What follows belongs to an exercise in optimizing a design on an open flow for small area, a short achievable clock period and few clock cycles; a production flow would make more cautious choices.
Function was checked by simulation only, so behaviour that the tests miss may differ from the original.
Power figures rest on the tool's default switching activity, not on a simulated workload.

--- design.v ---
package tcs_pkg;
    localparam int BYTE_W      = 8;
    localparam int LINE_W      = 20;
    localparam int COL_W       = 16;
    localparam int QUEUE_DEPTH = 4;
    localparam int QP_W        = 2;
    localparam int QC_W        = 3;
    localparam int RES_W       = 2 + BYTE_W + LINE_W + COL_W + 3 + 1;
    localparam int PAIR_W      = 2 * RES_W + 1;
    localparam logic [BYTE_W-1:0] C_NUL    = 8'h00;
    localparam logic [BYTE_W-1:0] C_TAB    = 8'h09;
    localparam logic [BYTE_W-1:0] C_LF     = 8'h0A;
    localparam logic [BYTE_W-1:0] C_CR     = 8'h0D;
    localparam logic [BYTE_W-1:0] C_SPACE  = 8'h20;
    localparam logic [BYTE_W-1:0] C_STAR   = 8'h2A;
    localparam logic [BYTE_W-1:0] C_SLASH  = 8'h2F;
    localparam logic [BYTE_W-1:0] C_DEL    = 8'h7F;
    localparam logic [BYTE_W-1:0] C_LEAD   = 8'hE2;
    localparam logic [BYTE_W-1:0] C_CONT80 = 8'h80;
    localparam logic [BYTE_W-1:0] C_EN     = 8'h93;
    localparam logic [BYTE_W-1:0] C_EM     = 8'h94;
    localparam logic [BYTE_W-1:0] C_APOS   = 8'h99;
    localparam logic [BYTE_W-1:0] C_LSQ    = 8'h98;
    localparam logic [BYTE_W-1:0] C_LDQ    = 8'h9C;
    localparam logic [BYTE_W-1:0] C_RDQ    = 8'h9D;
    typedef enum logic [1:0] {
        KIND_CHAR = 2'd0,
        KIND_END  = 2'd1,
        KIND_ERR  = 2'd2
    } t_kind;
    typedef enum logic [2:0] {
        ERR_NONE      = 3'd0,
        ERR_EN_DASH   = 3'd1,
        ERR_EM_DASH   = 3'd2,
        ERR_APOS      = 3'd3,
        ERR_QUOTE     = 3'd4,
        ERR_CONTROL   = 3'd5,
        ERR_OPEN_CMNT = 3'd6
    } t_err;
    typedef struct packed {
        t_kind             kind;
        logic [BYTE_W-1:0] char_out;
        logic [LINE_W-1:0] line_no;
        logic [COL_W-1:0]  column_no;
        t_err              error_code;
        logic              last;
    } t_result;
    typedef struct packed {
        logic    two;
        t_result first;
        t_result second;
    } t_pair;
    typedef struct packed {
        logic empty;
        logic full;
    } t_q_status;
endpackage
module text_char_scanner_core #(
    parameter int LINE_BITS   = 20,    
    parameter int COLUMN_BITS = 16,
    parameter int TAB_STOP    = 4
) (
    input  logic                       i_clk,
    input  logic                       i_rst_n,
    input  logic                       i_valid,
    input  logic [tcs_pkg::BYTE_W-1:0] i_byte,
    output logic                       o_ready,
    output logic                       o_valid,
    input  logic                       i_ready,
    output logic [1:0]                 o_kind,
    output logic [tcs_pkg::BYTE_W-1:0] o_char,
    output logic [tcs_pkg::LINE_W-1:0] o_line,
    output logic [tcs_pkg::COL_W-1:0]  o_col,
    output logic [2:0]                 o_code,
    output logic                       o_last
);
    localparam int K_NUL   = 0;    
    localparam int K_TAB   = 1;    
    localparam int K_LF    = 2;    
    localparam int K_CR    = 3;    
    localparam int K_STAR  = 4;    
    localparam int K_SLASH = 5;    
    localparam int K_LEAD  = 6;    
    localparam int K_C80   = 7;    
    localparam int K_CTL   = 8;    
    localparam int K_INC   = 9;    
    localparam int K_UERR  = 10;   
    localparam int NK      = 11;
    function automatic logic [NK-1:0] f_class(input logic [7:0] v);
        f_class          = '0;
        f_class[K_NUL]   = (v == 8'h00);
        f_class[K_TAB]   = (v == 8'h09);
        f_class[K_LF]    = (v == 8'h0A);
        f_class[K_CR]    = (v == 8'h0D);
        f_class[K_STAR]  = (v == 8'h2A);
        f_class[K_SLASH] = (v == 8'h2F);
        f_class[K_LEAD]  = (v == 8'hE2);
        f_class[K_C80]   = (v == 8'h80);
        f_class[K_CTL]   = ((v[7:5] == 3'b000) && v != 8'h00 && v != 8'h09
                            && v != 8'h0A && v != 8'h0D) || (v == 8'h7F);
        f_class[K_INC]   = (v[7] ? v[6] : (v[6] | v[5])) && (v != 8'h7F);
        case (v)
            8'h93, 8'h94, 8'h98, 8'h99, 8'h9C, 8'h9D: f_class[K_UERR] = 1'b1;
            default:                                  f_class[K_UERR] = 1'b0;
        endcase
    endfunction
    logic          r_iv;
    logic [7:0]    r_ib;
    logic [NK-1:0] r_k;       
    logic          r_uerr;    
    logic        r_busy;      
    logic        r_outv;      
    logic        r_olast;     
    logic        r_kerr;      
    logic        r_end;       
    logic [7:0]  r_ch;
    logic [19:0] r_line;
    logic [15:0] r_col;
    logic [2:0]  r_code;
    logic        r_mv_rst;    
    logic        r_mv_nl;     
    logic        r_mv_inc;    
    logic        r_mv_tab;    
    logic        r_cmt, r_star, r_slash, r_cr, r_lead, r_lead80, r_failed;
    logic        r_e2sat;     
    assign r_k = f_class(r_ib);
    function automatic logic [19:0] f_sinc20(input logic [19:0] v);
        for (int i = 0; i < 20; i++)
            f_sinc20[i] = (v[i] ^ ((i == 0) ? 1'b1 : &(v | ~((20'd1 << i) - 20'd1)))) | (&v);
    endfunction
    function automatic logic [13:0] f_inc14(input logic [13:0] v, input logic ci);
        for (int i = 0; i < 14; i++)
            f_inc14[i] = v[i] ^ (ci & ((i == 0) ? 1'b1 : &(v | ~((14'd1 << i) - 14'd1))));
    endfunction
    function automatic logic [15:0] f_dec16(input logic [15:0] v);
        for (int i = 0; i < 16; i++)
            f_dec16[i] = v[i] ^ ((i == 0) ? 1'b1 : ~|(v & ((16'd1 << i) - 16'd1)));
    endfunction
    logic        hi_max, cin, col_sat;
    logic [13:0] hi_sum;
    logic [19:0] cur_line;
    logic [15:0] cur_col, lead_col;
    assign hi_max   = &r_col[15:2];
    assign cin      = r_mv_inc ? (&r_col[1:0]) : (|r_col[1:0]);
    assign hi_sum   = f_inc14(r_col[15:2], cin);
    assign col_sat  = hi_max & cin;
    always_comb begin
        if (r_mv_rst)
            cur_line = 20'd1;
        else if (r_mv_nl)
            cur_line = f_sinc20(r_line);
        else
            cur_line = r_line;
        if (r_mv_rst || r_mv_nl)
            cur_col = 16'd1;
        else if (r_mv_inc || r_mv_tab)
            cur_col = col_sat ? 16'hFFFF
                              : {hi_sum, (r_mv_inc ? {r_col[1] ^ r_col[0], !r_col[0]} : 2'd1)};
        else
            cur_col = r_col;
    end
    assign lead_col = r_e2sat ? r_col : f_dec16(r_col);
    logic consume, main_free;
    assign consume   = r_iv && (!r_outv || i_ready);
    assign main_free = !r_iv || consume;
    assign o_ready   = !r_busy || i_ready;
    logic [2:0] ucode;
    logic       n_ov, n_end, n_err, n_uerr;
    logic [2:0] n_code;
    logic       n_cmt, n_star, n_slash, n_cr, n_lead, n_lead80, n_failed;
    always_comb begin
        case (r_ib)
            8'h93:                ucode = 3'd1;
            8'h94:                ucode = 3'd2;
            8'h99:                ucode = 3'd3;
            default:              ucode = 3'd4;
        endcase
    end
    always_comb begin
        n_ov     = 1'b0;
        n_end    = 1'b0;
        n_err    = 1'b0;
        n_uerr   = r_lead80 && r_uerr;
        n_code   = 3'd0;
        n_cmt    = r_cmt;
        n_star   = r_star;
        n_slash  = 1'b0;
        n_cr     = 1'b0;
        n_lead   = 1'b0;
        n_lead80 = 1'b0;
        n_failed = r_failed;
        if (r_failed) begin
        end else if (r_cr) begin
            if (r_k[K_LF]) begin
                n_star = 1'b0;
                n_ov   = !r_cmt;
            end else begin
                n_ov     = 1'b1;
                n_err    = 1'b1;
                n_code   = 3'd5;
                n_failed = 1'b1;
            end
        end else if (r_k[K_NUL]) begin
            n_ov   = 1'b1;
            n_end  = !r_cmt;
            n_err  = r_cmt;
            n_code = r_cmt ? 3'd6 : 3'd0;
        end else if (r_k[K_CR]) begin
            n_cr = 1'b1;
        end else if (n_uerr) begin
            n_ov     = 1'b1;
            n_err    = 1'b1;
            n_code   = ucode;
            n_failed = 1'b1;
        end else if (r_k[K_CTL]) begin
            n_ov     = 1'b1;
            n_err    = 1'b1;
            n_code   = 3'd5;
            n_failed = 1'b1;
        end else begin
            n_lead   = r_k[K_LEAD];
            n_lead80 = r_lead && r_k[K_C80];
            if (r_cmt) begin
                if (r_star && r_k[K_SLASH]) begin
                    n_cmt  = 1'b0;
                    n_star = 1'b0;
                end else begin
                    n_star = r_k[K_STAR];
                end
            end else if (r_slash && r_k[K_STAR]) begin
                n_cmt  = 1'b1;
                n_star = 1'b0;
            end else if (r_k[K_SLASH]) begin
                n_slash = 1'b1;
            end else begin
                n_ov = 1'b1;
            end
        end
        if (r_k[K_NUL]) begin
            n_cmt    = 1'b0;
            n_star   = 1'b0;
            n_failed = 1'b0;
        end
    end
    logic          iv_n, slash_n, ov_n, rel_n;
    logic [7:0]    in_b, ib_n;
    logic [NK-1:0] k_n;
    assign in_b = i_byte;
    assign iv_n    = main_free ? i_valid : r_iv;
    assign ib_n    = main_free ? in_b : r_ib;
    assign k_n     = f_class(ib_n);
    assign slash_n = consume ? n_slash : r_slash;
    assign ov_n    = consume ? n_ov : (r_outv && !i_ready);
    assign rel_n   = iv_n && slash_n && !k_n[K_STAR];
    always_ff @(posedge i_clk) begin
        if (!i_rst_n) begin
            r_iv     <= 1'b0;
            r_outv   <= 1'b0;
            r_busy   <= 1'b0;
            r_mv_rst <= 1'b1;
            r_mv_nl  <= 1'b0;
            r_mv_inc <= 1'b0;
            r_mv_tab <= 1'b0;
            r_cmt    <= 1'b0;
            r_star   <= 1'b0;
            r_slash  <= 1'b0;
            r_cr     <= 1'b0;
            r_lead   <= 1'b0;
            r_lead80 <= 1'b0;
            r_failed <= 1'b0;
        end else begin
            r_iv   <= iv_n;
            r_outv <= ov_n || rel_n;
            r_busy <= iv_n && (ov_n || rel_n);
            r_slash <= slash_n;
            if (consume) begin
                r_mv_rst <= r_k[K_NUL];
                r_mv_nl  <= r_k[K_LF];
                r_mv_inc <= r_k[K_INC];
                r_mv_tab <= r_k[K_TAB];
                r_cmt    <= n_cmt;
                r_star   <= n_star;
                r_cr     <= n_cr;
                r_lead   <= n_lead;
                r_lead80 <= n_lead80;
                r_failed <= n_failed;
            end
        end
    end
    always_ff @(posedge i_clk) begin
        r_ib    <= ib_n;
        r_uerr  <= k_n[K_UERR];
        r_olast <= !rel_n || k_n[K_SLASH] || k_n[K_CR];
        if (consume) begin
            r_ch    <= n_err ? 8'h00 : r_ib;
            r_line  <= cur_line;
            r_col   <= n_uerr ? lead_col : cur_col;
            r_end   <= n_end;
            r_kerr  <= n_err;
            r_code  <= n_code;
            r_e2sat <= &r_col;
        end
    end
    assign o_valid = r_outv;
    assign o_kind  = {r_kerr, r_end};
    assign o_char  = r_ch;
    assign o_line  = r_line;
    assign o_col   = r_col;
    assign o_code  = r_code;
    assign o_last  = r_olast;
endmodule
--- flow/run.sh ---
#!/bin/bash
# Standard layout, with plain buf_1 cells as the port buffers and the
# synthesis adder-cell step left out (abc maps the incrementers as gates).
set -euo pipefail
bash standard.sh BUFFER_PORTS_ARGS="-buffer_cell sky130_fd_sc_hd__buf_1" ADDER_MAP_FILE= finish > make_finish.log 2>&1
--- standard.sh ---
#!/bin/bash
# synth_recipe.tcl (not shown) runs the flow's synth.tcl, then flattens the netlist and writes it again
# the make line also repeats each setting of config.mk as NAME=value (left out here)
make -C /OpenROAD-flow-scripts/flow DESIGN_CONFIG=/design/flow/config.mk WORK_HOME=/design/flow/orfs CLKGATE_MAP_FILE= SYNTH_SCRIPT=/design/flow/synth_recipe.tcl "${@:-finish}"
--- config.mk ---
export PLATFORM = sky130hd
export DESIGN_NAME = text_char_scanner_core
export DESIGN_NICKNAME = text_char_scanner_core
export VERILOG_FILES = /design/flow/design.v
export SDC_FILE = /design/flow/constraint.sdc
export NUM_CORES = 4
export LEC_CHECK = 0
export ABC_AREA = 1
export CAP_MARGIN = 20
export CORE_MARGIN = 2
export CORE_UTILIZATION = 40
export CTS_BUF_LIST = sky130_fd_sc_hd__clkbuf_4 sky130_fd_sc_hd__clkbuf_8
export SETUP_SLACK_MARGIN = 1.7
export SLEW_MARGIN = 20
--- constraint.sdc ---
create_clock -name core_clock -period 4.0 [get_ports {i_clk}]
set_input_delay 0.8000 -clock core_clock [delete_from_list [all_inputs] [get_ports {i_clk}]]
set_output_delay 0.8000 -clock core_clock [all_outputs]
set_load 0.01 [all_outputs]
==> results of run 1 <==
flip-flops by register name, summed over array words and instances, names as in the netlist, 3 cells and up:
| name | flops |
|---|---|
| r_line | 20 |
| r_ch | 8 |
| r_code | 3 |
| r_ib | 8 |
| r_col | 16 |
placed cells by master, fill, tap and decap left out, drive strengths merged, types with 2 or more instances in the layout:
master / instances
nand2: 116
inv: 80
buf: 72
nor2: 57
edfxtp: 50
a21oi: 47
o21ai: 42
nand3: 29
dfxtp: 24
nand4: 13
nor3: 11
clkbuf: 11
xor2: 10
xnor2: 7
nor4: 4
or2: 4
o31ai: 3
bufinv: 3
o21a: 2
a31oi: 2
nor3b: 2
a21o: 2
path summary, 6_finish.rpt:
path,from,cells past startpoint,end
worst max-delay path,i_ready,5,r_line[8]
worst min-delay path,r_lead,2,r_lead
worst max register to register,r_col[1],12,r_col[13]
worst min register to register,r_lead,2,r_lead
per-stage QoR:
| stage | area (um^2) | hold WS [ns] | total power [uW] | util | std cells |
|---|---|---|---|---|---|
| 2_1_floorplan | 4254 | 0.4405 | 1034 | - | 523 |
| 3_3_place_gp | 4618 | 0.4661 | 1086 | 0.4473 | 713 |
| 3_5_place_dp | 4618 | 0.4726 | 1090 | 0.4473 | 713 |
| 4_1_cts | 4865 | 0.4818 | 1811 | 0.4712 | 729 |
| 5_1_grt | 4925 | 0.4998 | 1875 | 0.4770 | 736 |
| 6_report | 4925 | 0.4845 | 1800 | 0.4770 | 736 |
timing repair:
item / CTS / global route
setup buffers: 0 / 7
setup endpoints to repair: 0 / 25
resized for setup: 0 / 4
layout make-up:
class | instances | area share
timing repair buffer | 72 | 0.06174
inverter | 80 | 0.06225
clock buffer | 11 | 0.02947
clock inverter | 5 | 0.02058
sequential | 74 | 0.4027
tap | 136 | 0.03455
multi-input combinational | 358 | 0.3887
worst max-delay path: stages:
cell and delay [ns]:
buf_1 0.07, inv_1 0.06, nand2_1 0.09, nand2_1 0.24, nor2_2 0.83
metal layers:
layer	routed length, um	vias up	track usage
met1	4748	1687	0.2496
met5	0	-	0
li1	-	1888	-
met2	4348	90	0.2627
met4	132	0	0.06494
met3	475	14	0.04255
power by group through the flow:
stage / logic [uW] / registers, uW / clock network, uW
after floorplan: 116 / 918 / 0
after global placement: 171 / 915 / 0
after detailed placement: 174 / 916 / 0
after CTS: 175 / 899 / 737
after global routing: 205 / 905 / 765
final: 179 / 899 / 723
cell families after synthesis:
kind of cell           count (synthesis)  share of synthesized area
XOR/XNOR                              17                    0.03506
AND/OR/NAND/NOR                      238                     0.2775
flip-flops                            74                     0.4667
buffers and inverters                 91                    0.08486
AO/OA/AOI/OAI                        103                     0.1358
==> impl_metrics.toml, run 1 <==
[floorplan]
fp-row-count = 37
io_pins = 64
fp.dieW_um = 107.0
die_area_um2 = 11460
start_util = 0.4113
core_area_um2 = 10320
die_h_um = 107.0

[sta]
rsz0062_at_grt = "yes"
finalCritPeriodShare = 0.5293
tns_ns = 0
period_minus_slack_ns = 2.117
setup-violations-final = 0
slew_viol_final = 0
max_freq_mhz = 472.3
tightestPinTransition_ns = 0.9846
hold_viol_final = 0
timing.final.ws_setup_ns = 1.883
clock_skew_ns = 0.009314
relSlewSlack = 0.3429

[global_route]
grt_pass1_vias = 3425
overflow = 0
antenna_found_initial = 0
grtUsageTotal = 0.1769
grt_first_pass_wirelength_um = 16060
grt_max_degree = 21

[worst_hold_path]
hold_class = "register to register"

[setup_path]
required_ns = 3.98
worstPathMaxFanout = 20
arrival_ns = 2.09
end_kind = "register"
startpoint_type = "primary input"
critical_path_class = "primary input to register"
r2r_setup_slack_ns = 1.91

[drt]
routedWlPerCell_um = 13.19
vias_per_cell = 4.999
firstDrtPassIters = 4
drtAntennaViolNets = 0
vias = 3679
wl_um = 9705
drc = 0
first_iter_violations = 212

[pwr]
switchingPower_uw = 443.6
switching_share = 0.2464
power_density_nw_per_um2 = 365.5
p_leak_uw = 0.002096
p_int_uw = 1357
comb_power_share = 0.099
power_frac_clock = 0.401
vdd_drop_max_mv = 0.1536
power_frac_seq = 0.499

[layout]
num-nets-final = 607
nFillCells = 999
layout-drive-gt1-share = 0.1033
area_delta_synth_final_pct = 15.97
multi_input_area_um2 = 1914
register_area_um2 = 1983
n_antenna_cell = 0

[synthesis]
synth_common_cells = "nand2_1 (113), inv_1 (77), edfxtp_1 (50)"
synthCells = 523
synthesis.nets = 535
yosysWarningCount = 1
synth-seq-cells = 74
yosysSeqAreaShare = 0.4667
synth-edff-count = 50
syn_avg_cell_area_um2 = 8.120
yosys.area.top_type_share = 0.3536
async_flop_share = 0
netlist_area_um2 = 4247
synth_area_leaders = "edfxtp_1 (35%), dfxtp_1 (11%), nand2_1 (10%)"
synth.most_common_cell = "nand2_1"
synthFlopType = "edfxtp_1"
synth_cell_types = 44
yosysTopAreaCell = "edfxtp_1"

[place]
dpl.hpwl_um = 6986
place_ws_ns = 1.434
port_buffers = 63
place.gp.congestion = 0.9231

[clock_tree]
clockBufferDepth = 2
cts_sinks = 74
cts_root_buf = "clkbuf_8"
numCtsBuffers = 9
cts_tree = "built"
cts_hold_buffers = 0
clk_pin_slew_ns = 0.07
cts_max_level = 3
clk_latency_ns = 0.36

[run_status]
outcome = "complete, no violations"

[flow_run]
cap_viol_max_count = 0
Testbench counts, summed over its fixed seeds: cycles 33,905.
==> run 2: changes to the inputs <==
--- a/config.mk
+++ b/config.mk
@@ -10,5 +10,6 @@
 export CORE_MARGIN = 2
 export CORE_UTILIZATION = 40
 export CTS_BUF_LIST = sky130_fd_sc_hd__clkbuf_4 sky130_fd_sc_hd__clkbuf_8
-export SETUP_SLACK_MARGIN = 1.7
+export GPL_TIMING_DRIVEN = 0
+export SETUP_SLACK_MARGIN = 1.75
 export SLEW_MARGIN = 20
==> run 2 against run 1 <==
  * Still clean
  * Worst setup slack worse by 0.0026 ns
  * Clock power is 13% lower
  * Global-route usage is 0.29 points lower
  * Count of clock-buffer cells in the layout is 3 higher
  * Register-to-register slack worse by 0.03 ns
  * Via count is 0.54% higher
  * Final area is 0.89% higher
  * Sequential share of layout area is 0.38 points lower
  * Die area stayed put
  * Critical path depth is 5 higher
  * Flip-flop and latch count stayed put
==> impl_metrics.toml, run 2 <==
[setup_path]
critical_path_class = "register to register"
worstPathMaxFanout = 7
end_kind = "register"
r2r_end = "r_col[15]"
r2r_setup_slack_ns = 1.88
max_stage_delay_ns = 0.48
cpMostUsedCell = "nand2_1"
slowest_stage = "edfxtp_1"
path_cells = "nor2_4 > nand2_1 > inv_1 > nand3_4 > nor2_2 > nand2_1 > nor2_4 > nand3_1 > o21ai_0 > nand2_1"
worstReg2RegStart = "r_col[0]"
reg2reg_depth = 10
required_ns = 4.11
arrival_ns = 2.23
startpoint_type = "register"

[drt]
vias = 3699
wl_um = 9566
first_iter_violations = 233
routedWlPerCell_um = 12.87
vias_per_cell = 4.978
drc = 0
firstDrtPassIters = 4
drtAntennaViolNets = 0

[sta]
rsz0062_at_grt = "no"
hold_viol_final = 0
timing.final.ws_setup_ns = 1.880
clock_skew_ns = 0.005724
tightestPinTransition_ns = 0.5928
hold_ws_ns = 0.4690
slew_viol_final = 0
relSlewSlack = 0.6011
max_freq_mhz = 471.7
finalCritPeriodShare = 0.5300
tns_ns = 0
setup-violations-final = 0
period_minus_slack_ns = 2.120

[synthesis]
synth_cell_types = 44
yosysTopAreaCell = "edfxtp_1"
synth-seq-cells = 74
synth.most_common_cell = "nand2_1"
yosysSeqAreaShare = 0.4667
synth-edff-count = 50
synth_area_leaders = "edfxtp_1 (35%), dfxtp_1 (11%), nand2_1 (10%)"
synth_common_cells = "nand2_1 (113), inv_1 (77), edfxtp_1 (50)"
syn_avg_cell_area_um2 = 8.120
yosys.area.top_type_share = 0.3536
async_flop_share = 0
synthCells = 523
yosysWarningCount = 1
synthFlopType = "edfxtp_1"
synthesis.nets = 535
netlist_area_um2 = 4247

[place]
place_ws_ns = 1.126
port_buffers = 62
place.gp.congestion = 0.8570
dpl.hpwl_um = 6919
dp.cells = 721

[floorplan]
io_pins = 64
fp-row-count = 37
start_util = 0.4113
die_h_um = 107.0
core_area_um2 = 10320
die_area_um2 = 11460
fp.dieW_um = 107.0

[layout]
multi_input_area_um2 = 1947
largestRegisters = "r_line: 20 flops, r_col: 16 flops"
final_cell_mix = "nand2_1 (111), inv_1 (77), buf_1 (62), edfxtp_1 (50), nor2_1 (44)"
utilization = 0.4813
largest_register_ffs = 20
final_common_cell = "nand2_1"
area_delta_synth_final_pct = 17.00
register_area_um2 = 1982
layoutNonFillerInstCount = 743
nFillCells = 1004
num-nets-final = 614
top_register = "r_line"
layout-drive-gt1-share = 0.1071
n_antenna_cell = 0

[pwr]
vdd_drop_max_mv = 0.1620
power_density_nw_per_um2 = 344.1
p_leak_uw = 0.002116

[global_route]
grt_max_degree = 24
grt_first_pass_wirelength_um = 15950
grt_pass1_vias = 3446
overflow = 0
grtUsageTotal = 0.1739
antenna_found_initial = 0

[clock_tree]
clk_latency_ns = 0.36
cts_max_level = 3
cts_hold_buffers = 0
cts_sinks = 74
cts_root_buf = "clkbuf_8"
clockBufferDepth = 2
clk_pin_slew_ns = 0.08
numCtsBuffers = 9
cts_tree = "built"

[run_status]
outcome = "complete, no violations"

[worst_hold_path]
hold_depth = 2
min_to = "r_lead"
hp-start = "r_lead"
hold_class = "register to register"

[flow_run]
cap_viol_max_count = 0
[run 2: timing repair]
item,CTS,global route
buffers inserted,1,5
resized for setup,2,10
pin swaps,1,3
endpoints found under the setup margin,37,42
[run 2: critical path, delay by kind of cell (launching register included)]
family                 cells  cell delay (ns)
DFF                        1             0.48
and+or+nand+nor            8             1.04
AOI/OAI and AO/OA          1             0.21
buffers and inverters      1             0.13
[run 2: routing by layer]
layer,routed length [um],track usage
met2,4312,0.2767
met3,418,0.03404
met1,4700,0.2335
met5,0,0
met4,135,0.06679
[run 2: layout make-up]
type | count | area share
clock buffers | 14 | 0.03626
plain buffers | 11 | 0.01234
flip-flops and latches | 74 | 0.3989
clock inverters | 2 | 0.007051
multi-input cells | 358 | 0.3918
well taps | 136 | 0.03425
inverters | 80 | 0.06094
repair buffers | 68 | 0.05842
[run 2: report_power, final]
group          switching, uW  internal, uW
clock network            276           353
registers               36.7           859
logic                    124          61.5
total                    436          1270
[run 2: worst max-delay path by stage]
| stage | startpoint | slack [ns] | endpoint |
|---|---|---|---|
| 3_5_place_dp | i_ready | 1.13 | r_lead80 |
| 5_1_grt | r_col[0] | 1.69 | r_col[15] |
| 4_1_cts | i_ready | 1.78 | r_line[12] |
| 2_1_floorplan | i_ready | 1.77 | r_ch[0] |
| 3_3_place_gp | i_ready | 1.21 | r_lead80 |
| 6_report | r_col[0] | 1.88 | r_col[15] |
[run 2: cells by family after synthesis]
| kind of cell | Yosys count | synth area share |
|---|---|---|
| compound gates | 103 | 0.1358 |
| xor+xnor | 17 | 0.03506 |
| buf+inv | 91 | 0.08486 |
| simple gates | 238 | 0.2775 |
| flops | 74 | 0.4667 |
[run 2: stage by stage]
step                      instance area, um^2  power (uW)
final                                    4969        1710
after global routing                     4969        1784
after CTS                                4902        1727
after detailed placement                 4664        1092
after global placement                   4664        1089
after floorplan                          4262        1035
==> run 3: changes to the inputs <==
--- a/config.mk
+++ b/config.mk
@@ -11,5 +11,5 @@
 export CORE_UTILIZATION = 40
 export CTS_BUF_LIST = sky130_fd_sc_hd__clkbuf_4 sky130_fd_sc_hd__clkbuf_8
 export GPL_TIMING_DRIVEN = 0
-export SETUP_SLACK_MARGIN = 1.75
+export SETUP_SLACK_MARGIN = 1.85
 export SLEW_MARGIN = 20
==> run 3 against run 2 <==
  * Routed wire length is 4.2% higher
  * Sequential power about the same
  * Count of clock-buffer cells in the layout is 5 lower
  * Die area is the same
  * Worst setup slack better by 0.11 ns
  * Flip-flop and latch count did not move
  * Still clean
  * Worst hold slack better by 0.011 ns
  * Via count up 0.76%
  * Largest power group unchanged
  * Fmax up 5.7%
==> impl_metrics.toml, run 3 <==
[synthesis]
synth_common_cells = "nand2_1 (113), inv_1 (77), edfxtp_1 (50)"
yosys.area.top_type_share = 0.3536
syn_avg_cell_area_um2 = 8.120
synth_cell_types = 44
netlist_area_um2 = 4247
synth_area_leaders = "edfxtp_1 (35%), dfxtp_1 (11%), nand2_1 (10%)"
synth.most_common_cell = "nand2_1"
synthFlopType = "edfxtp_1"
yosysSeqAreaShare = 0.4667
yosysTopAreaCell = "edfxtp_1"
synth-edff-count = 50
synthCells = 523
async_flop_share = 0
synthesis.nets = 535
yosysWarningCount = 1
synth-seq-cells = 74

[global_route]
overflow = 0
grtUsageTotal = 0.1808
antenna_found_initial = 0
grt_pass1_vias = 3608
grt_first_pass_wirelength_um = 16540
grt_max_degree = 24

[setup_path]
end_kind = "register"
worstReg2RegStart = "r_col[0]"
worstPathMaxFanout = 7
required_ns = 4.11
r2r_end = "r_col[14]"
reg2reg_depth = 12
critical_path_class = "register to register"
r2r_setup_slack_ns = 1.99
startpoint_type = "register"
arrival_ns = 2.11

[layout]
nFillCells = 1048
largestRegisters = "r_line: 20 flops, r_col: 16 flops"
fin_area_um2 = 4964
final_common_cell = "nand2_1"
num-nets-final = 614
top_register = "r_line"
layoutNonFillerInstCount = 743
largest_register_ffs = 20
area_delta_synth_final_pct = 16.88
utilization = 0.4808
n_antenna_cell = 0
final_cell_mix = "nand2_1 (111), inv_1 (76), buf_1 (62), edfxtp_1 (50), nor2_1 (44)"
layout-drive-gt1-share = 0.1087

[floorplan]
core_area_um2 = 10320
io_pins = 64
die_area_um2 = 11460
start_util = 0.4113
die_h_um = 107.0
fp-row-count = 37
fp.dieW_um = 107.0

[drt]
vias_per_cell = 5.016
vias = 3727
first_iter_violations = 274
drtAntennaViolNets = 0
firstDrtPassIters = 5
routedWlPerCell_um = 13.42
drc = 0
wl_um = 9971

[clock_tree]
cts_max_level = 3
cts_hold_buffers = 0
cts_root_buf = "clkbuf_8"
numCtsBuffers = 9
cts_tree = "built"
cts_sinks = 74
clockBufferDepth = 2
clk_pin_slew_ns = 0.08
clk_latency_ns = 0.35

[sta]
setup-violations-final = 0
timing.final.ws_setup_ns = 1.994
hold_viol_final = 0
max_freq_mhz = 498.4
relSlewSlack = 0.5586
rsz0062_at_grt = "no"
clock_skew_ns = 0.008264
tns_ns = 0
slew_viol_final = 0
finalCritPeriodShare = 0.5016
tightestPinTransition_ns = 0.6561
period_minus_slack_ns = 2.006

[worst_hold_path]
hold_depth = 2
min_to = "r_lead"
hp-start = "r_lead"
hold_class = "register to register"

[place]
place_area_um2 = 4666
place.gp.congestion = 0.8799
dp.cells = 721
dpl.hpwl_um = 7258
port_buffers = 62
place_ws_ns = 1.347

[flow_run]
cap_viol_max_count = 0

[pwr]
vdd_drop_max_mv = 0.1474
p_leak_uw = 0.002101
power_density_nw_per_um2 = 332.5

[run_status]
outcome = "complete, no violations"
[run 3: report_power, final]
part	leakage (uW)	internal (uW)	switching [uW]	total [uW]
sequential	0.000671	859	37.9	897
clock	0.0000939	280	283	564
combinational	0.00134	64.0	126	190
[run 3: final cells by class]
type                       count  area (um^2)  share of cell area
sequential                    74         1983              0.3995
multi-input combinational    358         1967              0.3963
inverter                      80        302.8             0.06100
timing repair buffer          68        290.3             0.05848
tap                          136        170.2             0.03428
clock buffer                   9        123.9             0.02496
buffer                        11        66.31             0.01336
clock inverter                 7        60.06             0.01210
[run 3: routing by layer]
layer	track usage	vias up	wire length [um]
li1	-	1892	-
met1	0.2425	1736	4778
met2	0.2844	87	4593
met3	0.04134	12	455
met4	0.06772	0	144
met5	0	-	0
[run 3: kinds of logic (layout without fill, tap and decap cells)]
| group | count (synthesis) | count (layout) | synth area share |
|---|---|---|---|
| and+or+nand+nor | 238 | 238 | 0.2775 |
| AOI/OAI and AO/OA | 103 | 103 | 0.1358 |
| buffers and inverters | 91 | 175 | 0.08486 |
| DFF | 74 | 74 | 0.4667 |
| xor gates and xnor gates | 17 | 17 | 0.03506 |
[run 3: through the flow]
stage | hold slack, ns | power, uW
floorplan | 0.4405 | 1035
global placement | 0.4555 | 1088
detailed placement | 0.4677 | 1093
CTS | 0.4793 | 1666
global route | 0.5188 | 1731
finish | 0.4798 | 1651
[run 3: how the worst max path moves through the flow]
stage               slack [ns]   endpoint     start
floorplan                 1.92  r_line[0]   i_ready
global placement          1.37  r_col[11]  r_lead80
detailed placement        1.35  r_col[11]  r_lead80
CTS                       1.89  r_col[13]  r_col[1]
global route              1.84     r_busy   i_ready
finish                    1.99  r_col[14]  r_col[0]
[run 3: timing repair]
item,CTS,global route
pin swaps,1,2
cloned,0,0
buffers inserted,4,2
resized for setup,3,19
setup endpoints to repair,37,39
[run 3: worst max-delay path: stages (launching register included)]
cell,delay (ns)
edfxtp_1,0.44
nor2_4,0.14
nand2_1,0.09
inv_2,0.10
nand3_4,0.09
nor2_2,0.11
nand2_1,0.11
nor2_4,0.24
nand4_1,0.17
nand2_1,0.10
nand2_1,0.05
nand2_1,0.05
nand2_1,0.06
==> run 4: changes to the inputs <==
--- a/config.mk
+++ b/config.mk
@@ -5,7 +5,7 @@
 export SDC_FILE = /design/flow/constraint.sdc
 export NUM_CORES = 4
 export LEC_CHECK = 0
-export ABC_AREA = 1
+export ABC_CLOCK_PERIOD_IN_PS = 2000
 export CAP_MARGIN = 20
 export CORE_MARGIN = 2
 export CORE_UTILIZATION = 40
==> run 4 against run 3 <==
  * Final cell count fell by 5.2%
  * Register-to-register slack worse by 0.19 ns
  * Die area is 1.7% higher
  * Worst hold slack got worse by 0.0087 ns
  * Final area up 9.0%
  * Sequential power shrank 1%
  * Critical path type unchanged
==> impl_metrics.toml, run 4 <==
[run_status]
outcome = "complete, no violations"

[sta]
rsz0062_at_grt = "yes"
hold_viol_final = 0
relSlewSlack = 0.5670
clock_skew_ns = 0.01143
tightestPinTransition_ns = 0.6495
setup-violations-final = 0
tns_ns = 0
timing.final.ws_setup_ns = 1.808
max_freq_mhz = 456.2
period_minus_slack_ns = 2.192
finalCritPeriodShare = 0.5480
slew_viol_final = 0

[synthesis]
synth.most_common_cell = "nand2_1"
syn_avg_cell_area_um2 = 9.195
synth_common_cells = "nand2_1 (53), edfxtp_1 (50), a21oi_1 (34)"
synth-seq-cells = 74
yosysWarningCount = 1
synth_cell_types = 70
yosysTopAreaCell = "edfxtp_1"
netlist_area_um2 = 4322
yosys.area.top_type_share = 0.3474
synthFlopType = "edfxtp_1"
async_flop_share = 0
synthesis.nets = 482
synthCells = 470
synth_area_leaders = "edfxtp_1 (35%), dfxtp_1 (11%), nand2_1 (4.6%)"
synth-edff-count = 50
yosysSeqAreaShare = 0.4586

[floorplan]
start_util = 0.4149
die_h_um = 107.9
die_area_um2 = 11650
io_pins = 64
fp-row-count = 37
fp.dieW_um = 107.9
core_area_um2 = 10420

[global_route]
overflow = 0
grt_pass1_vias = 3725
grtUsageTotal = 0.1995
antenna_found_initial = 0
grt_first_pass_wirelength_um = 18570
grt_max_degree = 21

[place]
place.gp.congestion = 0.8364
port_buffers = 63
place_ws_ns = 1.371
dp.cells = 669
dpl.hpwl_um = 7752

[setup_path]
worstPathMaxFanout = 10
reg2reg_depth = 6
critical_path_class = "register to register"
required_ns = 4.19
end_kind = "register"
startpoint_type = "register"
arrival_ns = 2.39

[clock_tree]
cts_root_buf = "clkbuf_8"
cts_tree = "built"
clk_latency_ns = 0.35
clk_pin_slew_ns = 0.08
cts_sinks = 74
cts_max_level = 3
numCtsBuffers = 9
clockBufferDepth = 2
cts_hold_buffers = 0

[layout]
n_antenna_cell = 0
top_register = "r_line"
final_cell_mix = "buf_1 (64), nand2_1 (52), edfxtp_1 (50), a21oi_1 (33), nor2_1 (27)"
final_common_cell = "buf_1"
layoutNonFillerInstCount = 704
largest_register_ffs = 20
largestRegisters = "r_line: 20 flops, r_col: 16 flops"
area_delta_synth_final_pct = 25.25
num-nets-final = 575
layout-drive-gt1-share = 0.1866

[drt]
wl_um = 11330
vias = 4056
drc = 0
vias_per_cell = 5.761
drtAntennaViolNets = 0
firstDrtPassIters = 5
first_iter_violations = 298
routedWlPerCell_um = 16.09

[worst_hold_path]
hold_class = "register to register"
hold_depth = 2

[pwr]
power_density_nw_per_um2 = 317.2
p_leak_uw = 0.001860
vdd_drop_max_mv = 0.1514

[flow_run]
cap_viol_max_count = 0
[run 4: cell types whose count changed after synthesis, moves of 12 or more]
cell,delta
o21ai_0,-18
and2_1,+13
nand2_1,-60
inv_1,-63
nor2_1,-16
clkbuf_1,+12
[run 4: stage by stage]
step | utilization | instance area, um^2 | hold slack [ns] | total power (uW)
CTS | 0.4987 | 5195 | 0.4701 | 1712
finish | 0.5196 | 5413 | 0.4710 | 1717
global placement | 0.4641 | 4835 | 0.4521 | 1115
floorplan | - | 4428 | 0.4409 | 1054
detailed placement | 0.4641 | 4835 | 0.4588 | 1119
global route | 0.5196 | 5413 | 0.4955 | 1788
[run 4: layer usage]
metal | GRT usage | vias up | wire, um
li1 | - | 1960 | -
met1 | 0.2848 | 1905 | 5177
met2 | 0.3041 | 167 | 5143
met3 | 0.03074 | 24 | 731
met4 | 0.07967 | 0 | 274
met5 | 0 | - | 0
[run 4: worst paths after layout]
check,start,end,slack [ns]
max,r_col[10],r_col[12],1.81
min,r_lead,r_lead,0.47
max reg2reg,r_col[10],r_col[12],1.81
min reg2reg,r_lead,r_lead,0.47
[run 4: final cells by class]
cell class | count | area (um^2)
Fill cell | 1009 | 5004
Multi-Input combinational cell | 345 | 2371
Sequential cell | 74 | 1982
Timing Repair Buffer | 82 | 382.9
Buffer | 37 | 256.5
Tap cell | 136 | 170.2
Clock buffer | 9 | 123.9
Clock inverter | 7 | 70.07
Inverter | 14 | 56.30
[run 4: what timing repair did]
| item | CTS | global route |
|---|---|---|
| gates resized for setup | 18 | 40 |
| pin swaps | 7 | 8 |
| endpoints found under the setup margin | 54 | 39 |
| buffers inserted | 13 | 6 |
| hold endpoints to repair | 0 | 0 |
[run 4: power breakdown]
part | total [uW] | leakage [uW] | internal (uW) | switching (uW)
Combinational | 245 | 0.00110 | 95.8 | 150
Sequential | 887 | 0.000669 | 857 | 30.1
Clock | 584 | 0.0000889 | 286 | 298
[run 4: worst max-delay path, stage by stage (launching register included)]
cell and delay, ns:
edfxtp_1 0.41, buf_6 0.16, or4_4 0.50, or4_4 0.56, o21bai_4 0.13, a21oi_1 0.09
a211oi_2 0.19
[run 4: logic make-up after synthesis]
family / Yosys count / share of synthesized area
and+or+nand+nor: 201 / 0.2432
muxes: 6 / 0.01419
xor gates and xnor gates: 20 / 0.04053
AOI/OAI and AO/OA: 118 / 0.1905
DFF: 74 / 0.4586
buffers and inverters: 51 / 0.05298
==> run 5: changes to the inputs <==
--- a/config.mk
+++ b/config.mk
@@ -5,7 +5,7 @@
 export SDC_FILE = /design/flow/constraint.sdc
 export NUM_CORES = 4
 export LEC_CHECK = 0
-export ABC_CLOCK_PERIOD_IN_PS = 2000
+export ABC_CLOCK_PERIOD_IN_PS = 1200
 export CAP_MARGIN = 20
 export CORE_MARGIN = 2
 export CORE_UTILIZATION = 40
==> run 5 against run 4 <==
  * Worst setup slack unchanged
  * Power unchanged
  * Largest power group unchanged
  * Final cell count unchanged
  * Still clean on timing, DRC and antenna
==> impl_metrics.toml, run 5 <==
[setup_path]
startpoint_type = "register"
path_cells = "buf_6 > or4_4 > or4_4 > o21bai_4 > a21oi_1 > a211oi_2"
worstPathMaxFanout = 10
required_ns = 4.19
critical_path_class = "register to register"
cp_top_family = "simple AND/OR/NAND/NOR gates"
arrival_ns = 2.39
end_kind = "register"
slowest_stage = "or4_4"
cpMostUsedCell = "or4_4"
max_stage_delay_ns = 0.56
cp_num_buf_inv = 1

[layout]
largest_register_ffs = 20
area_delta_synth_final_pct = 25.25
n_antenna_cell = 0
fin_area_um2 = 5413
final_cell_mix = "buf_1 (64), nand2_1 (52), edfxtp_1 (50), a21oi_1 (33), nor2_1 (27)"
top_register = "r_line"
largestRegisters = "r_line: 20 flops, r_col: 16 flops"
num-nets-final = 575
final_common_cell = "buf_1"
layout-drive-gt1-share = 0.1866

[floorplan]
io_pins = 64
core_area_um2 = 10420
start_util = 0.4149
fp.dieW_um = 107.9
die_area_um2 = 11650
die_h_um = 107.9
fp-row-count = 37

[clock_tree]
cts_root_buf = "clkbuf_8"
cts_max_level = 3
clk_pin_slew_ns = 0.08
cts_hold_buffers = 0
clk_latency_ns = 0.35
clockBufferDepth = 2
cts_tree = "built"
numCtsBuffers = 9
cts_sinks = 74

[global_route]
grt_use_met1 = 0.2848
grtUsageTotal = 0.1995
grt.met3_usage = 0.03074
grt_max_degree = 21
grt_pass1_vias = 3725
overflow = 0
grtUsageMet2 = 0.3041
antenna_found_initial = 0
grt_first_pass_wirelength_um = 18570
top_usage_layer = "met2"

[place]
dpl.hpwl_um = 7752
port_buffers = 63
place_ws_ns = 1.371
place.gp.congestion = 0.8364
place_area_um2 = 4835

[pwr]
vdd_drop_max_mv = 0.1514
p_total_uw = 1717
power_density_nw_per_um2 = 317.2
p_leak_uw = 0.001860

[drt]
first_iter_violations = 298
routedWlPerCell_um = 16.09
firstDrtPassIters = 5
vias_per_cell = 5.761
wl_um = 11330
drc = 0
drtAntennaViolNets = 0
vias = 4056

[sta]
max_freq_mhz = 456.2
clock_skew_ns = 0.01143
hold_viol_final = 0
tightestPinTransition_ns = 0.6495
period_minus_slack_ns = 2.192
tns_ns = 0
rsz0062_at_grt = "yes"
setup-violations-final = 0
slew_viol_final = 0
relSlewSlack = 0.5670
finalCritPeriodShare = 0.5480
timing.final.ws_setup_ns = 1.808

[synthesis]
synth_common_cells = "nand2_1 (53), edfxtp_1 (50), a21oi_1 (34)"
yosysTopAreaCell = "edfxtp_1"
synthesis.nets = 482
synthFlopType = "edfxtp_1"
synth_area_leaders = "edfxtp_1 (35%), dfxtp_1 (11%), nand2_1 (4.6%)"
synth-seq-cells = 74
yosysSeqAreaShare = 0.4586
async_flop_share = 0
synthCells = 470
synth-edff-count = 50
yosysWarningCount = 1
yosys.area.top_type_share = 0.3474
synth_cell_types = 70
syn_avg_cell_area_um2 = 9.195
netlist_area_um2 = 4322
synth.most_common_cell = "nand2_1"

[run_status]
outcome = "complete, no violations"

[worst_hold_path]
hold_class = "register to register"

[flow_run]
cap_viol_max_count = 0
-- run 5: cell counts after synthesis --
No cell type changed its count.
-- run 5: timing repair --
action / in CTS / in global routing
setup endpoints to repair: 54 / 39
pin swaps: 7 / 8
buffers inserted: 13 / 6
gates resized for setup: 18 / 40
-- run 5: final timing paths --
check	from	to	slack, ns	cells after the start
worst max-delay path	r_col[10]	r_col[12]	1.81	6
worst min-delay path	r_lead	r_lead	0.47	2
worst max register to register	r_col[10]	r_col[12]	1.81	6
worst min register to register	r_lead	r_lead	0.47	2
-- run 5: tightest hold or removal path, stage by stage (launching register included) --
cell and delay (ns):
dfxtp_1 0.32, nand2_1 0.05, a21boi_0 0.06
-- run 5: layout make-up --
type | count | area (um^2)
fill | 1009 | 5004
multi-input combinational | 345 | 2371
sequential | 74 | 1982
timing repair buffer | 82 | 382.9
buffer | 37 | 256.5
tap | 136 | 170.2
clock buffer | 9 | 123.9
clock inverter | 7 | 70.07
inverter | 14 | 56.30
-- run 5: per-stage QoR --
step | cells | hold slack (ns) | util
after floorplan | 470 | 0.4409 | -
after CTS | 698 | 0.4701 | 0.4987
final | 704 | 0.4710 | 0.5196
after global placement | 669 | 0.4521 | 0.4641
after detailed placement | 669 | 0.4588 | 0.4641
after global routing | 704 | 0.4955 | 0.5196
-- run 5: cell families (layout without fill, tap and decap cells) --
| group | count (synthesis) | after routing | synth area share |
|---|---|---|---|
| DFF | 74 | 74 | 0.4586 |
| muxes | 6 | 6 | 0.01419 |
| and+or+nand+nor | 201 | 201 | 0.2432 |
| AOI/OAI and AO/OA | 118 | 118 | 0.1905 |
| buffers and inverters | 51 | 149 | 0.05298 |
| xor gates and xnor gates | 20 | 20 | 0.04053 |
-- run 5: layer usage --
| metal | up-vias | wire length [um] |
|---|---|---|
| met5 | - | 0 |
| met4 | 0 | 274 |
| met3 | 24 | 731 |
| met2 | 167 | 5143 |
| met1 | 1905 | 5177 |
| li1 | 1960 | - |
-- run 5: report_power, final --
part	total [uW]	switching, uW	internal [uW]	leakage, uW
registers	887	30.1	857	0.000669
clock network	584	298	286	0.0000889
logic	245	150	95.8	0.00110
total	1720	478	1240	0.00186
==> run 6: changes to the inputs <==
==> config.mk (replaced) <==
export PLATFORM = sky130hd
export DESIGN_NAME = text_char_scanner_core
export DESIGN_NICKNAME = text_char_scanner_core
export VERILOG_FILES = /design/flow/design.v
export SDC_FILE = /design/flow/constraint.sdc
export NUM_CORES = 4
export LEC_CHECK = 0
export ABC_AREA = 1
export CAP_MARGIN = 0
export CORE_MARGIN = 2
export CORE_UTILIZATION = 40
export CTS_BUF_LIST = sky130_fd_sc_hd__clkbuf_4 sky130_fd_sc_hd__clkbuf_8
export GPL_TIMING_DRIVEN = 0
export SETUP_SLACK_MARGIN = 1.8
export SLEW_MARGIN = 0
==> run 6 against run 5 <==
  * Still clean
  * Clock power is 7.9% higher
  * Count of clock-buffer cells in the layout grew 5
  * Area after synthesis shrank 1.7%
  * Combinational power fell by 24%
  * Via count down 9.2%
  * Synthesized cell count grew 11%
  * Sequential share of layout area up 3.3 points
  * First-iteration DRC count fell by 13%
  * Routed wire length shrank 16%
  * Power decreased by 0.33%
==> impl_metrics.toml, run 6 <==
[pwr]
vdd_drop_max_mv = 0.1621
p_leak_uw = 0.002111
power_density_nw_per_um2 = 344.6

[floorplan]
start_util = 0.4113
die_area_um2 = 11460
die_h_um = 107.0
io_pins = 64
fp.dieW_um = 107.0
core_area_um2 = 10320
fp-row-count = 37

[sta]
setup-violations-final = 0
rsz0062_at_grt = "yes"
finalCritPeriodShare = 0.5137
max_freq_mhz = 486.7
tns_ns = 0
relSlewSlack = 0.6031
tightestPinTransition_ns = 0.5899
slew_viol_final = 0
clock_skew_ns = 0.005808
hold_viol_final = 0
period_minus_slack_ns = 2.055

[global_route]
antenna_found_initial = 0
grt_first_pass_wirelength_um = 15950
grt_pass1_vias = 3446
grtUsageTotal = 0.1739
overflow = 0
grt_max_degree = 24

[clock_tree]
cts_max_level = 3
clockBufferDepth = 2
cts_tree = "built"
cts_root_buf = "clkbuf_8"
numCtsBuffers = 9
cts_sinks = 74
clk_latency_ns = 0.36
clk_pin_slew_ns = 0.08

[setup_path]
worstPathMaxFanout = 4
required_ns = 3.20
end_kind = "output port"
max_stage_delay_ns = 0.48
startpoint_type = "register"
slowest_stage = "edfxtp_1"
cpMostUsedCell = "buf_4"
critical_path_class = "register to output port"
path_cells = "buf_4 > buf_4 > buf_1"
arrival_ns = 1.25

[layout]
fin_area_um2 = 4966
num-nets-final = 613
largestRegisters = "r_line: 20 flops, r_col: 16 flops"
layout-drive-gt1-share = 0.1089
n_antenna_cell = 0
final_cell_mix = "nand2_1 (111), inv_1 (76), buf_1 (62), edfxtp_1 (50), nor2_1 (44)"
final_common_cell = "nand2_1"
nFillCells = 1007
area_delta_synth_final_pct = 16.94
top_register = "r_line"
largest_register_ffs = 20

[synthesis]
synth.most_common_cell = "nand2_1"
synthFlopType = "edfxtp_1"
synth-edff-count = 50
synth_cell_types = 44
yosys.area_share.simple = 0.2775
synth_area_leaders = "edfxtp_1 (35%), dfxtp_1 (11%), nand2_1 (10%)"
yosysWarningCount = 1
netlist_area_um2 = 4247
synth_compound_area_frac = 0.1358
synthCells = 523
synth_common_cells = "nand2_1 (113), inv_1 (77), edfxtp_1 (50)"
synthXorXnorAreaFrac = 0.03506
yosys.area.top_type_share = 0.3536
yosysTopAreaCell = "edfxtp_1"
async_flop_share = 0
syn_avg_cell_area_um2 = 8.120
muxShareOfSynthArea = 0
synth-seq-cells = 74
yosys.area_share.adder = 0
yosysSeqAreaShare = 0.4667
synthesis.nets = 535
synth_top_family_by_area = "simple AND/OR/NAND/NOR gates"

[worst_hold_path]
hold_class = "register to register"

[drt]
wl_um = 9554
routedWlPerCell_um = 12.88
firstDrtPassIters = 4
vias = 3682
drc = 0
first_iter_violations = 259
vias_per_cell = 4.962
drtAntennaViolNets = 0

[place]
place_area_um2 = 4664
port_buffers = 62
place.gp.congestion = 0.8570
dpl.hpwl_um = 6919

[run_status]
outcome = "complete, no violations"

[flow_run]
cap_viol_max_count = 0
-- run 6: cells by family after synthesis --
family | after synthesis
and+or+nand+nor | 238
AOI/OAI and AO/OA | 103
buffers and inverters | 91
DFF | 74
xor gates and xnor gates | 17
-- run 6: timing repair --
action | in CTS | in global routing
setup endpoints to repair | 57 | 10
resized for setup | 4 | 9
pin swaps | 1 | 2
hold buffers | 0 | 0
buffers inserted | 1 | 4
-- run 6: path summary, 6_finish.rpt --
path | depth (start not counted) | endpoint | from | slack, ns
hold reg to reg | 2 | r_lead | r_lead | 0.47
setup / recovery | 3 | o_col[0] | r_col[0] | 1.95
hold / removal | 2 | r_lead | r_lead | 0.47
setup reg to reg | 12 | r_col[11] | r_col[0] | 1.95
-- run 6: per-layer routing --
layer	share of wire	track usage	vias to the layer above
met5	0	0	-
met4	0.013	0.06679	0
met3	0.043	0.03404	10
met2	0.45	0.2767	78
met1	0.49	0.2335	1695
li1	-	-	1899
-- run 6: final cells by class --
type / count / area [um^2] / area share
repair buffers: 67 / 282.8 / 0.05694
flip-flops and latches: 74 / 1982 / 0.3991
clock inverters: 2 / 35.03 / 0.007055
plain buffers: 11 / 61.31 / 0.01235
well taps: 136 / 170.2 / 0.03427
clock buffers: 14 / 180.2 / 0.03628
multi-input cells: 358 / 1952 / 0.3930
inverters: 80 / 302.8 / 0.06097
-- run 6: power breakdown --
group	switching [uW]	leakage, uW	internal, uW	total (uW)
Clock	277	0.000114	353	630
Sequential	37.2	0.000671	859	896
Combinational	123	0.00133	62.0	185
Total	437	0.00211	1270	1710
-- run 6: stage by stage --
stage                     std cells  total power (uW)    util  worst slack, ns  hold slack (ns)
after detailed placement        721              1092  0.4518            1.126           0.4572
after global placement          721              1089  0.4518            1.212           0.4527
after global routing            742              1785  0.4810            1.771           0.5172
after floorplan                 523              1035       -            1.771           0.4405
final                           742              1711  0.4810            1.945           0.4681
after CTS                       738              1728  0.4755            1.846           0.4694
-- run 6: critical path, delay by kind of cell, from the launching register on --
| kind | cells | cell delay (ns) |
|---|---|---|
| DFF | 1 | 0.48 |
| buffers and inverters | 3 | 0.42 |
==> run 7: changes to the inputs <==
==> config.mk (replaced) <==
export PLATFORM = sky130hd
export DESIGN_NAME = text_char_scanner_core
export DESIGN_NICKNAME = text_char_scanner_core
export VERILOG_FILES = /design/flow/design.v
export SDC_FILE = /design/flow/constraint.sdc
export NUM_CORES = 4
export LEC_CHECK = 0
export ABC_AREA = 1
export CAP_MARGIN = 20
export CORE_MARGIN = 2
export CORE_UTILIZATION = 40
export CTS_BUF_LIST = sky130_fd_sc_hd__clkbuf_2 sky130_fd_sc_hd__clkbuf_4
export SETUP_SLACK_MARGIN = 1.8
export SLEW_MARGIN = 20
==> run 7 against run 6 <==
  * Still clean on timing, DRC and antenna
  * Routed wire length fell by 0.41%
  * Register-to-register slack worse by 0.06 ns
  * Count of clock-buffer cells in the layout shrank 4
  * First-iteration DRC count is 8.1% higher
  * Via count grew 0.68%
  * Sequential share of layout area about the same
  * Combinational power hardly changed
  * Sequential power about the same
  * Fmax decreased by 2.7%
==> impl_metrics.toml, run 7 <==
[synthesis]
synthFlopType = "edfxtp_1"
synthesis.nets = 535
synthCells = 523
synth-edff-count = 50
synth-seq-cells = 74
async_flop_share = 0
synth_common_cells = "nand2_1 (113), inv_1 (77), edfxtp_1 (50)"
synth_cell_types = 44
yosysWarningCount = 1
yosys.area.top_type_share = 0.3536
yosysSeqAreaShare = 0.4667
synth.most_common_cell = "nand2_1"
synth_area_leaders = "edfxtp_1 (35%), dfxtp_1 (11%), nand2_1 (10%)"
yosysTopAreaCell = "edfxtp_1"
syn_avg_cell_area_um2 = 8.120
netlist_area_um2 = 4247

[place]
place.gp.congestion = 0.8584
dpl.hpwl_um = 6920
port_buffers = 63

[layout]
n_antenna_cell = 0
largest_register_ffs = 20
top_register = "r_line"
num-nets-final = 614
utilization = 0.4814
final_cell_mix = "nand2_1 (110), inv_1 (75), buf_1 (63), edfxtp_1 (50), nor2_1 (44)"
final_common_cell = "nand2_1"
area_delta_synth_final_pct = 17.03
layout-drive-gt1-share = 0.1269
largestRegisters = "r_line: 20 flops, r_col: 16 flops"
nFillCells = 1029

[drt]
drtAntennaViolNets = 0
firstDrtPassIters = 5
routedWlPerCell_um = 12.81
vias_per_cell = 4.989
wl_um = 9515
first_iter_violations = 280
drc = 0
vias = 3707

[clock_tree]
cts_hold_buffers = 0
clk_pin_slew_ns = 0.11
clockBufferDepth = 2
numCtsBuffers = 9
clk_latency_ns = 0.43
cts_root_buf = "clkbuf_4"
cts_tree = "built"
cts_sinks = 74
cts_max_level = 3

[sta]
finalCritPeriodShare = 0.5280
tns_ns = 0
slew_viol_final = 0
period_minus_slack_ns = 2.112
hold_viol_final = 0
max_freq_mhz = 473.5
relSlewSlack = 0.3764
clock_skew_ns = 0.01024
tightestPinTransition_ns = 0.9345
rsz0062_at_grt = "yes"
setup-violations-final = 0

[floorplan]
io_pins = 64
start_util = 0.4113
fp-row-count = 37
die_area_um2 = 11460
die_h_um = 107.0
core_area_um2 = 10320
fp.dieW_um = 107.0

[global_route]
grt_first_pass_wirelength_um = 15540
grt.met3_usage = 0.04438
grt_pass1_vias = 3342
grtUsageTotal = 0.1708
grt_max_degree = 21
antenna_found_initial = 0
grt_use_met1 = 0.2308
grtUsageMet2 = 0.2649
top_usage_layer = "met2"
overflow = 0

[setup_path]
startpoint_type = "register"
critical_path_class = "register to register"
end_kind = "register"
required_ns = 4.27
arrival_ns = 2.39
worstPathMaxFanout = 6

[run_status]
outcome = "complete, no violations"

[pwr]
p_total_uw = 1605
p_leak_uw = 0.002105
power_density_nw_per_um2 = 323.0
vdd_drop_max_mv = 0.1663

[flow_run]
cap_viol_max_count = 0

[worst_hold_path]
hold_class = "register to register"
run 7: cell count changes in the layout (fill, tap and decap cells not counted), sizes merged:
cell	delta
buf	+8
bufinv	+1
clkbuf	-11
clkinv	+2
clkinvlp	+1
run 7: power breakdown:
group          switching [uW]  internal, uW  total (uW)
combinational             122          62.2         184
clock                     264           258         522
sequential               39.5           859         899
total                     426          1180        1610
run 7: cell type report:
class,instances,area (um^2),share of cell area
inverters,80,306.5,0.06168
clock inverters,6,81.33,0.01636
repair buffers,79,369.1,0.07427
flip-flops and latches,74,1984,0.3993
well taps,136,170.2,0.03424
clock buffers,10,75.07,0.01511
multi-input cells,358,1983,0.3990
run 7: path summary, 6_finish.rpt:
path,start,endpoint,slack (ns),cells past startpoint
setup / recovery,r_col[0],r_col[6],1.89,12
hold / removal,r_lead,r_lead,0.49,2
setup reg to reg,r_col[0],r_col[6],1.89,12
hold reg to reg,r_lead,r_lead,0.49,2
run 7: timing repair:
action | 4_1_cts | 5_1_grt
gates cloned | 0 | 0
pin swaps | 1 | 9
resized for setup | 0 | 21
endpoints found under the setup margin | 16 | 46
buffers inserted | 1 | 14
run 7: cells by family after synthesis:
kind of cell | Yosys count | synth area share
flip-flops | 74 | 0.4667
buffers and inverters | 91 | 0.08486
XOR/XNOR | 17 | 0.03506
AO/OA/AOI/OAI | 103 | 0.1358
AND/OR/NAND/NOR | 238 | 0.2775
run 7: routing by layer:
| metal | vias to the layer above | share of wire |
|---|---|---|
| li1 | 1901 | - |
| met1 | 1707 | 0.48 |
| met2 | 90 | 0.46 |
| met3 | 9 | 0.046 |
| met4 | 0 | 0.012 |
| met5 | - | 0 |
run 7: worst max-delay path: stages, from the launching register on:
cell and delay, ns:
edfxtp_1 0.46, buf_4 0.14, buf_4 0.10, nand2_4 0.06, a21oi_4 0.20, inv_2 0.07, nor2_4 0.14, nand2_2 0.09
nor2_4 0.13, nand3b_1 0.13, nor2_4 0.22, a21oi_1 0.07, o21ai_1 0.14
run 7: through the flow:
stage          std cells  instance area (um^2)  hold slack (ns)  worst slack (ns)
6_report             743                  4970           0.4887             1.888
5_1_grt              743                  4970           0.5067             1.749
3_3_place_gp         712                  4618           0.4677             1.511
2_1_floorplan        523                  4262           0.4405             1.771
4_1_cts              729                  4795           0.4917             1.847
3_5_place_dp         712                  4618           0.4657             1.490
==> run 8: changes to the inputs <==
--- a/design.v
+++ b/design.v
@@ -107,8 +107,6 @@
     logic          r_iv;
     logic [7:0]    r_ib;
     logic [NK-1:0] r_k;       
-    logic          r_uerr;    
-    logic        r_busy;      
     logic        r_outv;      
     logic        r_olast;     
     logic        r_kerr;      
@@ -163,7 +161,7 @@
     logic consume, main_free;
     assign consume   = r_iv && (!r_outv || i_ready);
     assign main_free = !r_iv || consume;
-    assign o_ready   = !r_busy || i_ready;
+    assign o_ready   = main_free;
     logic [2:0] ucode;
     logic       n_ov, n_end, n_err, n_uerr;
     logic [2:0] n_code;
@@ -180,7 +178,7 @@
         n_ov     = 1'b0;
         n_end    = 1'b0;
         n_err    = 1'b0;
-        n_uerr   = r_lead80 && r_uerr;
+        n_uerr   = r_lead80 && r_k[K_UERR];
         n_code   = 3'd0;
         n_cmt    = r_cmt;
         n_star   = r_star;
@@ -256,7 +254,6 @@
         if (!i_rst_n) begin
             r_iv     <= 1'b0;
             r_outv   <= 1'b0;
-            r_busy   <= 1'b0;
             r_mv_rst <= 1'b1;
             r_mv_nl  <= 1'b0;
             r_mv_inc <= 1'b0;
@@ -271,7 +268,6 @@
         end else begin
             r_iv   <= iv_n;
             r_outv <= ov_n || rel_n;
-            r_busy <= iv_n && (ov_n || rel_n);
             r_slash <= slash_n;
             if (consume) begin
                 r_mv_rst <= r_k[K_NUL];
@@ -289,7 +285,6 @@
     end
     always_ff @(posedge i_clk) begin
         r_ib    <= ib_n;
-        r_uerr  <= k_n[K_UERR];
         r_olast <= !rel_n || k_n[K_SLASH] || k_n[K_CR];
         if (consume) begin
             r_ch    <= n_err ? 8'h00 : r_ib;
--- a/config.mk
+++ b/config.mk
@@ -9,6 +9,6 @@
 export CAP_MARGIN = 20
 export CORE_MARGIN = 2
 export CORE_UTILIZATION = 40
-export CTS_BUF_LIST = sky130_fd_sc_hd__clkbuf_2 sky130_fd_sc_hd__clkbuf_4
+export CTS_BUF_LIST = sky130_fd_sc_hd__clkbuf_4 sky130_fd_sc_hd__clkbuf_8
 export SETUP_SLACK_MARGIN = 1.8
 export SLEW_MARGIN = 20
==> run 8 against run 7 <==
  * Still clean
  * Fmax is 0.24% lower
  * Area after synthesis is 2.2% lower
  * Synthesized cell count is 0.96% higher
  * Final cell count is 1.9% higher
  * Critical endpoint is now o_ready
  * Largest power group unchanged
==> impl_metrics.toml, run 8 <==
[synthesis]
synth_cell_types = 43
syn_avg_cell_area_um2 = 7.870
synth_common_cells = "nand2_1 (128), inv_1 (69), nor2_1 (59)"
async_flop_share = 0
yosysWarningCount = 1
synthFlopType = "edfxtp_1"
synth_area_leaders = "edfxtp_1 (36%), nand2_1 (12%), dfxtp_1 (11%)"
synthesis.nets = 540
synth-edff-count = 50
netlist_area_um2 = 4155
synthCells = 528
yosysSeqAreaShare = 0.4673
yosysTopAreaCell = "edfxtp_1"
yosys.area.top_type_share = 0.3613
synth.most_common_cell = "nand2_1"
synth-seq-cells = 72

[pwr]
p_total_uw = 1733
comb_power_share = 0.117
power_frac_seq = 0.512
p_leak_uw = 0.002143
switchingPower_uw = 449.4
power_density_nw_per_um2 = 343.2
vdd_drop_max_mv = 0.1430
power_frac_clock = 0.371
p_int_uw = 1284
switching_share = 0.2592

[setup_path]
cp-startpoint = "i_ready"
startpoint_type = "primary input"
cp_top_family = "buffers and inverters"
max_stage_delay_ns = 0.16
arrival_ns = 1.32
worstPathMaxFanout = 12
slowest_stage = "nand3_4"
cpMostUsedCell = "buf_1"
worstReg2RegStart = "r_col[0]"
critical_path_class = "primary input to output port"
cp_num_buf_inv = 3
end_kind = "output port"
path_cells = "buf_1 > inv_1 > nand3_4 > buf_1"
required_ns = 3.20

[clock_tree]
cts_max_level = 3
numCtsBuffers = 9
clk_pin_slew_ns = 0.07
cts_tree = "built"
cts_sinks = 72
clk_latency_ns = 0.35
clockBufferDepth = 2
cts_root_buf = "clkbuf_8"

[sta]
tns_ns = 0
tightestPinTransition_ns = 0.6136
setup-violations-final = 0
max_freq_mhz = 472.4
rsz0062_at_grt = "yes"
period_minus_slack_ns = 2.117
slew_viol_final = 0
clock_skew_ns = 0.01008
finalCritPeriodShare = 0.5292
hold_viol_final = 0
relSlewSlack = 0.5904

[floorplan]
core_area_um2 = 10180
fp.dieW_um = 105.9
start_util = 0.4080
io_pins = 64
fp-row-count = 37
die_area_um2 = 11220
die_h_um = 105.9

[layout]
largest_register_ffs = 20
final_cell_mix = "nand2_1 (122), inv_1 (66), buf_1 (63), nor2_1 (52), edfxtp_1 (50)"
top_register = "r_line"
area_delta_synth_final_pct = 21.56
num-nets-final = 628
n_antenna_cell = 0
layout-drive-gt1-share = 0.1369
largestRegisters = "r_line: 20 flops, r_col: 16 flops"
final_common_cell = "nand2_1"

[drt]
routedWlPerCell_um = 13.02
drtAntennaViolNets = 0
wl_um = 9853
drc = 0
firstDrtPassIters = 6
first_iter_violations = 222
vias = 3869
vias_per_cell = 5.111

[global_route]
grtUsageTotal = 0.1780
antenna_found_initial = 0
overflow = 0
grt_max_degree = 30
grt_pass1_vias = 3385
grt_first_pass_wirelength_um = 16070

[worst_hold_path]
hold_class = "register to register"
hp-start = "r_lead"

[place]
dpl.hpwl_um = 6857
place.gp.congestion = 0.9441
port_buffers = 63

[flow_run]
cap_viol_max_count = 0

[run_status]
outcome = "complete, no violations"
run 8: per-stage QoR:
stage | hold slack [ns] | instance area [um^2] | utilization | worst slack (ns) | std cells
detailed placement | 0.4597 | 4541 | 0.4458 | 1.185 | 719
floorplan | 0.4452 | 4180 | - | 1.818 | 528
global placement | 0.4627 | 4541 | 0.4458 | 1.263 | 719
global route | 0.4901 | 5051 | 0.4959 | 1.736 | 757
CTS | 0.4714 | 4812 | 0.4725 | 1.827 | 737
finish | 0.4720 | 5051 | 0.4959 | 1.883 | 757
run 8: cell type report:
cell class,instances,area (um^2)
clock buffers,12,146.4
clock inverters,4,68.82
fillers,1011,5134
inverters,71,272.8
multi-input cells,375,2002
flip-flops and latches,72,1944
well taps,136,170.2
repair buffers,87,446.7
run 8: cell families (layout without fill, tap and decap cells):
group / Yosys count / in the layout / synth area share
AOI/OAI and AO/OA: 94 / 94 / 0.1244
DFF: 72 / 72 / 0.4673
and+or+nand+nor: 266 / 266 / 0.2972
xor gates and xnor gates: 15 / 15 / 0.03162
buffers and inverters: 81 / 174 / 0.07949
run 8: repair_timing:
item                                    CTS  global route
cloned                                    0             1
endpoints found under the hold margin     0             0
buffers inserted                          2            19
gates resized for setup                   6            22
pin swaps                                 1             8
hold buffers                              0             0
endpoints found under the setup margin   35            44
run 8: power by group through the flow:
| stage | sequential [uW] | combinational, uW | clock [uW] |
|---|---|---|---|
| after floorplan | 904 | 124 | 0 |
| after global placement | 900 | 186 | 0 |
| after detailed placement | 902 | 187 | 0 |
| after CTS | 886 | 192 | 658 |
| after global routing | 895 | 230 | 687 |
| final | 888 | 203 | 643 |
run 8: worst register-to-register path, delay by kind of cell (launching register included):
kind,cells,cell delay (ns)
simple gates,12,1.37
flops,1,0.48
run 8: path summary, 6_finish.rpt:
kind / end / slack [ns] / cells after the start
max: o_ready / 1.88 / 4
min: r_lead / 0.47 / 2
max reg2reg: r_col[11] / 1.92 / 12
min reg2reg: r_lead / 0.47 / 2
run 8: routing by layer:
layer,global-route usage,vias up,share of wire
li1,-,1941,-
met3,0.03495,12,0.061
met4,0.06955,0,0.015
met1,0.2501,1788,0.47
met5,0,-,0
met2,0.2714,128,0.45
Testbench counts of run 8, summed over its fixed seeds: cycles 33,905.

## separate check: timing with driven ports
Ports are ideal in the flow. The routed layouts listed here were re-timed in OpenROAD. Step 1: set_driving_cell puts a clkbuf_16 on i_clk and a buf_2 on each other input, an assumption about the parent block. Step 2 moves the port delays by t, midway between the first and last clock arrival at a register: inputs arrive t later, outputs are due t later. That takes back most of the time a late clock gives input paths. Slacks: no drivers / after step 1 / after step 2; pairs: no drivers / after step 1.
run | t (ns) | setup WS [ns] | worst setup path after step 2 | clock arrival spread, ns | worst slew at a driven data input, ns
run 1 | 0.387 | 1.883 / 1.895 / 1.508 | input to register | 0.010 / 0.010 | 0.04
run 2 | 0.384 | 1.880 / 1.880 / 1.630 | input to register | 0.005 / 0.006 | 0.05
run 3 | 0.388 | 1.994 / 1.993 / 1.683 | input to register | 0.010 / 0.011 | 0.05
run 4 | 0.382 | 1.808 / 1.808 / 1.616 | input to register | 0.012 / 0.012 | 0.03
run 5 | 0.382 | 1.808 / 1.808 / 1.616 | input to register | 0.012 / 0.012 | 0.03
run 6 | 0.384 | 1.945 / 1.914 / 1.649 | input to register | 0.006 / 0.006 | 0.05
run 7 | 0.460 | 1.888 / 1.888 / 1.544 | input to register | 0.010 / 0.010 | 0.05
run 8 | 0.385 | 1.883 / 1.863 / 1.714 | input to register | 0.013 / 0.013 | 0.04
After both steps setup and hold are still met in every run listed. The setup slack of run 1, which loses most, moves by +0.012 ns with the drivers and by -0.375 ns with both steps.
